This is an optimization exercise on Yosys and OpenROAD, whose aim is small area, not a production implementation. No functional check of the RTL was part of this run. No activity file was given, so power comes from the tool's default toggle rates.

<file path="flow/design.v">
package regfile_pkg;
    localparam int DEF_XLEN  = 32;
    localparam int DEF_NREGS = 32;
    localparam int DEF_NRP   = 2;
    function automatic int port_lo(input int k, input int w);
        port_lo = k * w;
    endfunction
endpackage
import regfile_pkg::*;
module regfile_scoreboard
#(
    parameter int NREGS    = DEF_NREGS,
    parameter int AW       = $clog2(NREGS),
    parameter int NRP      = DEF_NRP
) (
    input  logic              clk,
    input  logic              reset,
    input  logic              wen0,
    input  logic [AW-1:0]     waddr0,
    input  logic              wen1,
    input  logic [AW-1:0]     waddr1,
    input  logic              rsv_en,
    input  logic [AW-1:0]     rsv_addr,
    input  logic [NRP*AW-1:0] raddr_q,
    output logic [NRP-1:0]    rbusy,
    output logic              any_busy
);
    logic [NREGS-1:1] busy_reg;
    genvar gi;
    generate
        for (gi = 1; gi < NREGS; gi++) begin : g_busy
            logic set_hit;
            logic clr_hit;
            assign set_hit = rsv_en && (rsv_addr == AW'(gi));
            assign clr_hit = (wen0 && (waddr0 == AW'(gi))) || (wen1 && (waddr1 == AW'(gi)));
            always_ff @(posedge clk) begin
                if (reset) begin
                    busy_reg[gi] <= 1'b0;
                end else begin
                    busy_reg[gi] <= set_hit | (busy_reg[gi] & ~clr_hit);
                end
            end
        end
        for (gi = 0; gi < NRP; gi++) begin : g_rport
            logic [AW-1:0] a;
            assign a = raddr_q[gi * AW +: AW];
            assign rbusy[gi] = (a != '0) && busy_reg[a];
        end
    endgenerate
    assign any_busy = |busy_reg;
endmodule
import regfile_pkg::*;
module regfile_mp
#(
    parameter int XLEN     = DEF_XLEN,
    parameter int NREGS    = DEF_NREGS,
    parameter int AW       = $clog2(NREGS),
    parameter int NRP      = DEF_NRP
) (
    input  logic                clk,
    input  logic                reset,
    input  logic                wen0,
    input  logic [AW-1:0]       waddr0,
    input  logic [XLEN-1:0]     wdata0,
    input  logic                wen1,
    input  logic [AW-1:0]       waddr1,
    input  logic [XLEN-1:0]     wdata1,
    input  logic [NRP*AW-1:0]   raddr,
    output logic [NRP*XLEN-1:0] rdata,
    output logic [NRP-1:0]      rbusy,
    input  logic                rsv_en,
    input  logic [AW-1:0]       rsv_addr,
    output logic                any_busy
);
    localparam int NG3  = (NREGS - 1) / 3;     
    localparam int NREM = (NREGS - 1) % 3;     
    localparam int NG   = NG3 + (NREM != 0 ? 1 : 0);
    logic [NREGS*XLEN-1:XLEN] mem;     
    logic [NREGS-1:1]  valid;
    logic [NREGS-1:1]  we0;
    logic [NREGS-1:1]  we1;
    logic [NREGS-1:1]  hold;
    logic [XLEN-1:0]   nwdata0;
    logic [XLEN-1:0]   nwdata1;
    logic [NRP*AW-1:0] raddr_q;
    assign nwdata0 = ~wdata0;
    assign nwdata1 = ~wdata1;
    genvar gr, gk, gb, gg;
    generate
        for (gr = 1; gr < NREGS; gr++) begin : g_reg
            assign we1[gr]  = wen1 && (waddr1 == AW'(gr));
            assign we0[gr]  = wen0 && (waddr0 == AW'(gr)) && !we1[gr];
            assign hold[gr] = !(we0[gr] || we1[gr]);
            for (gb = 0; gb < XLEN; gb++) begin : g_bit
                regfile_bit u_bit (
                    .clk  (clk),
                    .we1  (we1[gr]),
                    .nd1  (nwdata1[gb]),
                    .we0  (we0[gr]),
                    .nd0  (nwdata0[gb]),
                    .hold (hold[gr]),
                    .q    (mem[gr * XLEN + gb])
                );
            end
            always_ff @(posedge clk) begin
                if (reset) begin
                    valid[gr] <= 1'b0;
                end else if (!hold[gr]) begin
                    valid[gr] <= 1'b1;
                end
            end
        end
    endgenerate
    always_ff @(posedge clk) begin
        raddr_q <= raddr;
    end
    generate
        for (gk = 0; gk < NRP; gk++) begin : g_rport
            logic [AW-1:0]    a;
            logic [NREGS-1:1] sel;
            assign a = raddr_q[gk * AW +: AW];
            for (gr = 1; gr < NREGS; gr++) begin : g_sel
                assign sel[gr] = valid[gr] && (a == AW'(gr));
            end
            for (gb = 0; gb < XLEN; gb++) begin : g_bit
                logic [NG-1:0] n;
                for (gg = 0; gg < NG3; gg++) begin : g_grp
                    regfile_aoi222 u_aoi (
                        .a1 (sel[3*gg + 1]), .a2 (mem[(3*gg + 1) * XLEN + gb]),
                        .b1 (sel[3*gg + 2]), .b2 (mem[(3*gg + 2) * XLEN + gb]),
                        .c1 (sel[3*gg + 3]), .c2 (mem[(3*gg + 3) * XLEN + gb]),
                        .y  (n[gg])
                    );
                end
                if (NREM == 1) begin : g_last1
                    assign n[NG-1] = ~(sel[NREGS-1] & mem[(NREGS-1) * XLEN + gb]);
                end else if (NREM == 2) begin : g_last2
                    assign n[NG-1] = ~((sel[NREGS-2] & mem[(NREGS-2) * XLEN + gb])
                                     | (sel[NREGS-1] & mem[(NREGS-1) * XLEN + gb]));
                end
                regfile_nand_or #(.N(NG)) u_or (
                    .n (n),
                    .y (rdata[gk * XLEN + gb])
                );
            end
        end
    endgenerate
    regfile_scoreboard #(
        .NREGS    (NREGS),
        .AW       (AW),
        .NRP      (NRP)
    ) u_sb (
        .clk      (clk),
        .reset    (reset),
        .wen0     (wen0),
        .waddr0   (waddr0),
        .wen1     (wen1),
        .waddr1   (waddr1),
        .rsv_en   (rsv_en),
        .rsv_addr (rsv_addr),
        .raddr_q  (raddr_q),
        .rbusy    (rbusy),
        .any_busy (any_busy)
    );
endmodule
module regfile_bit (
    input  logic clk,
    input  logic we1,
    input  logic nd1,
    input  logic we0,
    input  logic nd0,
    input  logic hold,
    output logic q
);
    logic nq;
    assign nq = ~q;
    always_ff @(posedge clk) begin
        q <= ~((we1 & nd1) | (we0 & nd0) | (hold & nq));
    end
endmodule
module regfile_aoi222 (
    input  logic a1,
    input  logic a2,
    input  logic b1,
    input  logic b2,
    input  logic c1,
    input  logic c2,
    output logic y
);
    assign y = ~((a1 & a2) | (b1 & b2) | (c1 & c2));
endmodule
module regfile_nand_or
#(
    parameter int N = 11
) (
    input  logic [N-1:0] n,
    output logic         y
);
    assign y = ~&n;
endmodule
module regfile_top (
    input  logic         clk,
    input  logic         reset,
    input  logic         wen0,
    input  logic [4:0]   waddr0,
    input  logic [31:0]  wdata0,
    input  logic         wen1,
    input  logic [4:0]   waddr1,
    input  logic [31:0]  wdata1,
    input  logic [19:0]  raddr,
    output logic [127:0] rdata,
    output logic [3:0]   rbusy,
    input  logic         rsv_en,
    input  logic [4:0]   rsv_addr,
    output logic         any_busy
);
    regfile_mp #(
        .XLEN     (32),
        .NREGS    (32),
        .NRP      (4)
    ) u_rf (
        .clk      (clk),
        .reset    (reset),
        .wen0     (wen0),
        .waddr0   (waddr0),
        .wdata0   (wdata0),
        .wen1     (wen1),
        .waddr1   (waddr1),
        .wdata1   (wdata1),
        .raddr    (raddr),
        .rdata    (rdata),
        .rbusy    (rbusy),
        .rsv_en   (rsv_en),
        .rsv_addr (rsv_addr),
        .any_busy (any_busy)
    );
endmodule
</file>
<file path="flow/constraint.sdc">
create_clock -name core_clock -period 3.6 [get_ports {clk}]
set_input_delay 0.7200 -clock core_clock [delete_from_list [all_inputs] [get_ports {clk}]]
set_output_delay 0.7200 -clock core_clock [all_outputs]
set_load 0.01 [all_outputs]
</file>
<file path="flow/run.sh">
#!/bin/bash
# synth_recipe.tcl (not shown) runs the flow's synth.tcl, then flattens the netlist and writes it again
# the make line also repeats each setting of config.mk as NAME=value (left out here)
make -C /OpenROAD-flow-scripts/flow DESIGN_CONFIG=/design/flow/config.mk WORK_HOME=/design/flow/orfs CLKGATE_MAP_FILE= SYNTH_SCRIPT=/design/flow/synth_recipe.tcl finish
</file>
<file path="flow/config.mk">
export PLATFORM = sky130hd
export DESIGN_NAME = regfile_top
export DESIGN_NICKNAME = regfile_top
export VERILOG_FILES = /design/flow/design.v
export SDC_FILE = /design/flow/constraint.sdc
export NUM_CORES = 4
export LEC_CHECK = 0
export CAP_MARGIN = 20
export CORE_MARGIN = 2
export CORE_UTILIZATION = 60
export SETUP_SLACK_MARGIN = 0.1
export SLEW_MARGIN = 20
export SYNTH_HIERARCHICAL = 1
export SYNTH_MINIMUM_KEEP_SIZE = 0
</file>
==> run summary <==
routing by layer:
metal  track usage [%]  overflow
met1             86.54         9
met2             94.63        56
met3             76.66         4
met4             79.27        80
met5             50.29         2
stage by stage:
stage               setup TNS, ps  utilization, %  instance area [um2]  worst slack, ps
detailed placement          -5927           74.94                70880           -234.4
floorplan                       0               -                56990            134.9
CTS                        -42460           82.52                78050           -482.1
global placement            -7233           74.87                70820           -290.1
worst max-delay path by stage:
stage                                                  to  slack (ps)             start
after floorplan           u_rf.g_reg[16].g_bit[0].u_bit.q         130         waddr1[1]
after CTS                                       rdata[15]        -480   u_rf.raddr_q[1]
after global placement                         rdata[108]        -290  u_rf.raddr_q[15]
after detailed placement                       rdata[108]        -230  u_rf.raddr_q[15]
synth_stat cells (3+ instances only):
cell       number
a21oi_1        44
a221oi_1       32
a222oi_1     2272
a22oi_1        62
a31oi_1         3
and2_1         11
and3_1        116
and3b_1         3
and4_1          6
and4b_1         8
and4b_2         3
and4bb_1        3
and4bb_2        3
buf_2          23
buf_4          13
buf_6           7
clkbuf_1       30
dfxtp_1      1074
ha_1            4
inv_1        1067
mux2_2          7
mux2i_1         9
mux4_1          6
mux4_2         22
nand2_1       183
nand2b_1       14
nand3_1       134
nand4_1       258
nand4b_1        3
nand4bb_1       3
nor2_1        171
nor2b_1        27
nor3_1         18
nor3b_1        16
nor4_1          8
o21ai_0         5
o22ai_1         4
or3_1         130
xor2_1          3
Yosys stat by module, one instance, submodules excluded, excerpt:
module	flops+latches	cells	times used	cell area, um2
regfile_aoi222	0	1	1280	10.01
regfile_bit	1	3	992	33.78
repair_timing:
action,in CTS
buffers inserted,100
resized for setup,829
pin swaps,482
gates cloned,40
endpoints found under the setup margin,132
power by group through the flow:
| stage | combinational, mW | sequential (mW) | clock, mW |
|---|---|---|---|
| 2_1_floorplan | 4.25 | 17.5 | 0 |
| 3_3_place_gp | 5.45 | 18.4 | 0 |
| 3_5_place_dp | 5.78 | 18.6 | 0 |
| 4_1_cts | 5.97 | 18.4 | 12.6 |
kinds of logic after synthesis:
| kind of cell | after synthesis |
|---|---|
| compound gates | 2439 |
| xor+xnor | 4 |
| fa+ha+maj | 4 |
| buf+inv | 1142 |
| flops | 1074 |
| mux | 44 |
| simple gates | 1132 |
==> metrics.md <==
| Metric | Value |
|---|---|
| Vias in the first global route | `85360` |
| # rows | `113` |
| Die height | `312.1 um` |
| Synth Instances | `5839` |
| Clock tree buffer depth | `3` |
| Top cell type's share of synthesized area | `39.92%` |
| Post-Syn Area | `56970 um2` |
| Tot GR Track Use | `84.68%` |
| Synth area leaders | `a222oi_1 (40%), dfxtp_1 (38%), inv_1 (7.0%)` |
| Compound-cell area share of the yosys netlist | `41.99%` |
| Final HPWL DP | `237900 um` |
| Main combinational cell family by area after synthesis | `compound AO/OA/AOI/OAI gates` |
| Multiplexer share of the synthesized area | `1.443%` |
| Routability cong. | `1.255` |
| Yosys warns | `9` |
| Biggest area consumer among synthesized cells | `a222oi_1` |
| H-tree levels | `3` |
| Post-synth EDFFs | `0` |
| Status | `did not finish` |
| Cell variety after synth | `67` |
| I/O pins | `237` |
| Seq cells post-synth | `1074` |
| Error Message | `[ERROR GRT-0116] Global routing finished with congestion. Check the congestion regions in the DRC Viewer.` |
| Global route total overflow | `151` |
| Top_reg_cell synth | `dfxtp_1` |
| Avg Cell Area, Syn | `9.757 um2` |
| Largest net degree at the start of global routing | `63` |
| Clk Tree Root Cell | `clkbuf_16` |
| Port Buffers | `236` |
| CTS hold repair buffers | `0` |
| Seq/Total Area, Yosys | `37.74%` |
| Post-Synth XOR/XNOR Area | `0.06149%` |
| Async SR Flop Fraction | `0%` |
| Adder-cell share of the synthesized area | `0.08785%` |
| Starting Density | `60.23%` |
| Stopped at | `5_1_grt` |
| Mapped Nets | `5947` |
| Total clock sinks | `1074` |
| Placed cells | `8131` |
| Simple-Gate Fraction of Synth Area | `10.90%` |
| Die span in x | `312.1 um` |
| First-pass GRT wire length | `613300 um` |
| Num CTS Buffers | `111` |
